Source: an optimization exercise on an open RTL-to-GDS flow (aim: small area). Production flows keep margins and buffers that such runs may drop.
Only simulation tests tie the RTL to the original design; equivalence was not proved.
Power and IR drop assume default switching activity.

[flow/config.mk]
export PLATFORM = sky130hd
export DESIGN_NAME = dma_link_sequencer_tx
export DESIGN_NICKNAME = dma_link_sequencer_tx
export VERILOG_FILES = /design/flow/design.v
export SDC_FILE = /design/flow/constraint.sdc
export NUM_CORES = 4
export LEC_CHECK = 0
export CAP_MARGIN = 20
export CORE_MARGIN = 2
export CORE_UTILIZATION = 30
export SLEW_MARGIN = 20
[flow/constraint.sdc]
create_clock -name core_clock -period 6.0 [get_ports {clk}]
set_input_delay 1.2000 -clock core_clock [delete_from_list [all_inputs] [get_ports {clk}]]
set_output_delay 1.2000 -clock core_clock [all_outputs]
set_load 0.01 [all_outputs]
[flow/design.v]
`default_nettype none
module dma_link_sequencer_tx #(
  parameter int                DATA_W    = 64,
  parameter int                ADDR_W    = 32,
  parameter int                NUM_LINKS = 16,
  parameter logic [ADDR_W-1:0] REG_BASE  = 32'hFFFF_0000,
  parameter int                IDX_W     = (NUM_LINKS > 1) ? $clog2(NUM_LINKS) : 1
) (
  input  logic              clk,
  input  logic              rst,
  input  logic [ADDR_W-1:0] slave_addr_i,
  input  logic [DATA_W-1:0] slave_data_i,
  input  logic              wr_en_i,
  input  logic              rd_en_i,
  input  logic [ADDR_W-1:0] rd_addr_i,
  output logic [DATA_W-1:0] rd_data_o,
  output logic              rd_valid_o,
  output logic              desc_valid_o,
  input  logic              desc_ready_i,
  output logic [DATA_W-1:0] desc_data_o,
  output logic [DATA_W-1:0] desc_base_o,
  output logic [IDX_W-1:0]  desc_idx_o,
  input  logic              xfer_done_i,
  output logic              busy_o,
  output logic              done_o,
  output logic              aborted_o,
  output logic              irq_o
);
  localparam int                c_stride    = DATA_W / 8;
  localparam logic [ADDR_W-1:0] c_ctrl_addr = REG_BASE + ADDR_W'((NUM_LINKS + 1) * c_stride);
  localparam logic [ADDR_W-1:0] c_stat_addr = REG_BASE + ADDR_W'((NUM_LINKS + 2) * c_stride);
  localparam logic [7:0]        c_max_cnt   = 8'(NUM_LINKS);
  typedef enum logic [1:0] {
    S_IDLE  = 2'd0,
    S_ISSUE = 2'd1,
    S_WAIT  = 2'd2,
    S_FIN   = 2'd3
  } state_t;
  state_t              state_q;
  logic [DATA_W-1:0]   base_q;
  logic [NUM_LINKS-1:0][DATA_W-1:0] link_q;
  logic [7:0]          count_q;
  logic [IDX_W-1:0]    idx_q;
  logic                desc_valid_q, busy_q, done_q, aborted_q, abort_pend_q;
  logic [DATA_W-1:0]   rd_data_q;
  logic                rd_valid_q;
  logic                w_wr_base, w_wr_ctrl, w_wr_link;
  logic [IDX_W-1:0]    w_wr_idx;
  logic [DATA_W-1:0]   w_rd_val;
  logic [31:0]         w_status;
  logic                w_start, w_abort, w_irq_clr, w_cnt_ok, w_last, w_irq;
  logic [7:0]          w_cnt;
  always_comb begin
    w_wr_base = wr_en_i && (slave_addr_i == REG_BASE);
    w_wr_ctrl = wr_en_i && (slave_addr_i == c_ctrl_addr);
    w_wr_link = 1'b0;
    w_wr_idx  = '0;
    for (int i = 0; i < NUM_LINKS; i++) begin
      if (slave_addr_i == REG_BASE + ADDR_W'((i + 1) * c_stride)) begin
        w_wr_link = wr_en_i;
        w_wr_idx  = IDX_W'(i);
      end
    end
  end
  assign w_status = {8'h00, 8'(idx_q), count_q, 5'b0, w_irq, aborted_q, busy_q};
  always_comb begin
    w_rd_val = '0;
    if (rd_addr_i == REG_BASE)    w_rd_val = base_q;
    if (rd_addr_i == c_stat_addr) w_rd_val = DATA_W'(w_status);
    for (int i = 0; i < NUM_LINKS; i++) begin
      if (rd_addr_i == REG_BASE + ADDR_W'((i + 1) * c_stride)) w_rd_val = link_q[i];
    end
  end
  assign w_cnt     = slave_data_i[15:8];
  assign w_start   = w_wr_ctrl && slave_data_i[0];
  assign w_abort   = w_wr_ctrl && slave_data_i[1];
  assign w_irq_clr = w_wr_ctrl && slave_data_i[2];
  assign w_cnt_ok  = (w_cnt != 8'd0) && (w_cnt <= c_max_cnt);
  assign w_last    = (8'(idx_q) == count_q - 8'd1);
  always_ff @(posedge clk) begin
    if (rst) begin
      base_q  <= '0;
      count_q <= '0;
      for (int i = 0; i < NUM_LINKS; i++) link_q[i] <= '0;
    end else if (!busy_q) begin
      if (w_wr_base) base_q <= slave_data_i;
      for (int i = 0; i < NUM_LINKS; i++)
        if (w_wr_link && (w_wr_idx == IDX_W'(i))) link_q[i] <= slave_data_i;
      if (w_wr_ctrl) count_q <= w_cnt;
    end
  end
  always_ff @(posedge clk) begin
    if (rst) begin
      rd_valid_q <= 1'b0;
      rd_data_q  <= '0;
    end else begin
      rd_valid_q <= rd_en_i;
      if (rd_en_i) rd_data_q <= w_rd_val;
    end
  end
  always_ff @(posedge clk) begin
    if (rst) begin
      state_q      <= S_IDLE;
      idx_q        <= '0;
      desc_valid_q <= 1'b0;
      busy_q       <= 1'b0;
      done_q       <= 1'b0;
      aborted_q    <= 1'b0;
      abort_pend_q <= 1'b0;
    end else begin
      done_q <= 1'b0;
      case (state_q)
        S_IDLE: begin
          if (w_start && w_cnt_ok) begin
            idx_q        <= '0;
            aborted_q    <= 1'b0;
            abort_pend_q <= 1'b0;
            desc_valid_q <= 1'b1;
            busy_q       <= 1'b1;
            state_q      <= S_ISSUE;
          end
        end
        S_ISSUE: begin
          if (w_abort) abort_pend_q <= 1'b1;
          if (desc_ready_i) begin
            desc_valid_q <= 1'b0;
            if (abort_pend_q || w_abort) begin
              aborted_q    <= 1'b1;
              abort_pend_q <= 1'b0;
              busy_q       <= 1'b0;
              done_q       <= 1'b1;
              state_q      <= S_FIN;
            end else begin
              state_q <= S_WAIT;
            end
          end
        end
        S_WAIT: begin
          if (w_abort) begin
            aborted_q <= 1'b1;
            busy_q    <= 1'b0;
            done_q    <= 1'b1;
            state_q   <= S_FIN;
          end else if (xfer_done_i) begin
            if (w_last) begin
              busy_q  <= 1'b0;
              done_q  <= 1'b1;
              state_q <= S_FIN;
            end else begin
              idx_q        <= idx_q + IDX_W'(1);
              desc_valid_q <= 1'b1;
              state_q      <= S_ISSUE;
            end
          end
        end
        S_FIN:   state_q <= S_IDLE;
        default: state_q <= S_IDLE;
      endcase
    end
  end
  logic irq_q;
  always_ff @(posedge clk) begin
    if (rst)            irq_q <= 1'b0;
    else if (done_q)    irq_q <= 1'b1;
    else if (w_irq_clr) irq_q <= 1'b0;
  end
  assign w_irq = irq_q;
  assign rd_data_o    = rd_data_q;
  assign rd_valid_o   = rd_valid_q;
  assign desc_valid_o = desc_valid_q;
  assign desc_data_o  = link_q[idx_q];
  assign desc_base_o  = base_q;
  assign desc_idx_o   = idx_q;
  assign busy_o       = busy_q;
  assign done_o       = done_q;
  assign aborted_o    = aborted_q;
  assign irq_o        = w_irq;
endmodule
`default_nettype wire
[flow/run.sh]
#!/bin/bash
# synth_recipe.tcl (not shown) runs the flow's synth.tcl, then flattens the netlist and writes it again
# the make line also repeats each setting of config.mk as NAME=value (left out here)
make -C /OpenROAD-flow-scripts/flow DESIGN_CONFIG=/design/flow/config.mk WORK_HOME=/design/flow/orfs CLKGATE_MAP_FILE= SYNTH_SCRIPT=/design/flow/synth_recipe.tcl finish
==> summary.txt <==
==> path summary, 6_finish.rpt <==
path | endpoint | slack [ns] | depth (start not counted)
setup / recovery | desc_data_o[30] | 0.53 | 7
hold reg to reg | link_q[919] | 0.47 | 2
hold / removal | link_q[919] | 0.47 | 2
setup reg to reg | idx_q[3] | 2.04 | 9
==> kinds of logic after synthesis <==
kind of cell	Yosys count	share of synthesized area (%)
buffers and inverters	787	5.53
AO/OA/AOI/OAI	2387	24.3
XOR/XNOR	7	0.105
adder cells (fa/ha/maj)	6	0.129
multiplexers	434	10.4
flip-flops	1173	40.4
AND/OR/NAND/NOR	2804	19.2
==> report_power, final <==
part           leakage, nW  switching, mW  internal, mW
Combinational         9.48          0.556         0.213
Sequential            9.45         0.0224          7.80
Clock                 2.19           3.53          5.01
==> registers in the layout (all words and copies together), names as in the netlist <==
signal and flops:
abort_pend_q 1, aborted_q 1, base_q 64, busy_q 1, count_q 8, desc_valid_q 1, done_q 1, idx_q 4
irq_q 1, link_q 1024, rd_data_q 64, rd_valid_q 1, state_q 2
==> synthesized netlist by cell type (36+ instances only) <==
library cell	number	share of area, %
nand2_1	2415	16
mux2_2	76	1.5
a21oi_1	1328	11
nor2_1	183	1.2
o22ai_1	120	1.3
o221ai_1	45	0.68
nor3_1	47	0.40
o21ai_0	299	2.6
buf_1	49	0.32
dfxtp_1	1173	40
mux2i_1	230	4.0
buf_2	112	0.96
clkbuf_1	575	3.7
mux4_2	128	5.0
a22oi_1	223	2.9
a221oi_1	156	2.3
o211ai_1	36	0.46
==> cell type report <==
type                    instances  area (um2)
repair buffers                589        5810
well taps                    2526        3160
clock inverters                36         503
flip-flops and latches       1173       23500
inverters                      18        67.6
multi-input cells            5638       32000
diodes                         24        60.1
fillers                     19721      124000
clock buffers                 194        3930
==> metal layers <==
metal / global-route usage, % / vias to the layer above / wire length (um)
met5: 0 / - / 200
met4: 23.7 / 30 / 28500
met3: 8.48 / 1377 / 40700
met2: 43.6 / 5249 / 129000
met1: 36.5 / 30029 / 110000
li1: - / 26608 / -
==> metrics by stage <==
stage / instances / cell area (um2) / power [mW] / utilization (%) / hold slack, ns
after floorplan: 7598 / 58200 / 8.37 / - / 0.438
after global placement: 9944 / 64500 / 8.73 / 33.5 / 0.449
after detailed placement: 9944 / 64500 / 8.73 / 33.5 / 0.459
after CTS: 10174 / 68900 / 17.1 / 35.8 / 0.467
after global routing: 10178 / 68900 / 17.5 / 35.8 / 0.479
final: 10198 / 69000 / 17.1 / 35.8 / 0.466
==> critical path, stage by stage (launching register included) <==
cell and delay [ns]:
dfxtp_4 0.42, buf_4 0.29, and2_4 0.40, buf_12 0.30, a221oi_1 1.06, a22oi_1 0.23, nand2_1 0.16, clkdlybuf4s50_1 0.55
==> results list <==
* Run status: timing/DRC/antenna clean
- Required time of the worst setup path: 4.80 ns
- Critical path data arrival time: 4.27 ns
* Min Clock Period, post-route: 5.47 ns
- Category of the worst setup path launch point: flip-flop
- For this run, the detailed router's first-pass iteration total came to 9.
- Pre-CTS setup slack: 0.839 ns
* Maximum count of clock buffers along a single path: 3
- Layout net count: 7693
- Startpoint-to-endpoint class of the critical path: reg -> out
- When the netlist entered floorplanning its net count stood at 7738.
- Layout cell share with drive strength beyond 1: 10.0%
* Leading cell types in the layout, fill and taps excluded: nand2_1, a21oi_1, dfxtp_1, clkdlybuf4s50_1, o21ai_0
* Number of unique standard cell types used by synthesis: 79
- The final count of hold timing violations came to 0.
- The tool flagged a number of max-cap violations equal to 0.
- After clock tree synthesis, the clock-pin slew on the worst setup and hold paths is 0.06 ns.
- CTS tree: yes
* Synthesis-to-finish area growth: 18.6%
- In this run the remaining antenna-violating nets after routing total 0.
- Routed WL: 308000 um
- Worst path setup slack after routing: 0.527 ns
* Mapped Area: 58200 um2
* Pins Over Slew Limit: 0
- Setup repair after global routing left no endpoint under its margin.
* Post-route clock period utilization: 91.2%
- Maximum number of pins on one net before global-route repair: 194
- Along the worst path, the maximum fanout reaches 31.
* Die X-Extent: 444 um
- Cts bufs inserted: 133
- Vias in the first global route: 58343
* Clk_skew: 0.0244 ns
- Average via count per standard cell: 6.21
- After detailed routing, the number of remaining DRC violations is 0.
* Total number of H-tree levels: 4
* Number of antenna violations at the first check in global routing: 29
* Yosys synthesis warning count: 1
- Number of clock sinks seen by CTS: 1173
- Overall Global Routing Usage: 29.8%
* CTS Root Buffer Type: clkbuf_16
- Area inside the core boundary: 193000 um2
* Mapped Cells: 7598
* Main synth FF type: dfxtp_1
* Post-CTS Resized: 0
* Clock latency of the later-clocked register in the worst-skew pair: 0.79 ns
* Cell Rows: 161
- Classification of the worst-slack hold path: reg -> reg
- Die Footprint: 197000 um2
- DR iter-0 viols: 10952
- Average cell area after synthesis: 7.66 um2
- The analysis attributes to cell leakage a power of 21.1 nW.
- Sum of net half-perimeters after detailed placement: 191000 um
- Number of hold-repair buffers added at the cts stage: 0
* Routed length per instance: 30.2 um
- For this configuration, the core starts out at a cell density of 30.2%.
- Crit path from: idx_q[1]
- Peak ir drop on the vdd network: 0.304 mV
* Overall via count from detail_route: 63293
- The synthesized design contains 1173 register bits.
- Startpoint of the most critical hold path: link_q[919]
- For this design the ratio of total power to cell area is 248 nW/um2.
- The library cell used most frequently in the layout, excluding fill and tap cells, is nand2_1.
- The worst setup path is captured at an output pin.
- The synthesized design contains 0 enable-type register cells.
* Total grt overflow: 0
- Actual transition at the worst max-transition pin: 1.29 ns
- Postcts setup bufs: 0
- Timing would allow up to 183 MHz.
- Setup violations remaining at the end of the flow were counted as 0.
- Share of synthesized registers carrying an async set or reset: 0%
* Start of the worst register-to-register path: idx_q[2]
* IO buf count: 335
- For this run, the register share of the synthesized area comes to 40.4%.
- After routing, the total negative slack on setup checks comes to 0 ns.
* Top-level port count: 336
* Wire length of the first global-routing pass: 430000 um
- In this run the vertical extent of the chip is 444 um.
- Routability Congestion: 1.00
- In this run the tightest slew margin relative to its limit is 14.0%.

[re-timing with driven ports]
Ports are ideal in the flow. The routed layout listed here was re-timed in OpenROAD. Step 1, drivers: a clkbuf_16 drives clk and a buf_2 each remaining input, both assumed. Step 2 moves the port delays by t, midway between the first and last clock arrival at a register: inputs arrive t later, outputs are due t later. That takes back most of the time a late clock gives input paths. a / b / c = ideal ports / drivers / drivers and shift; a / b = the first two.
t, ns: 0.872
setup slack, ns: 0.527 / 0.439 / 0.451
worst slew at a driven data input, ns: 0.29
After both steps this run still meets setup and hold. For this run, drivers alone change the setup slack by -0.088 ns; drivers and shift together by -0.076 ns.
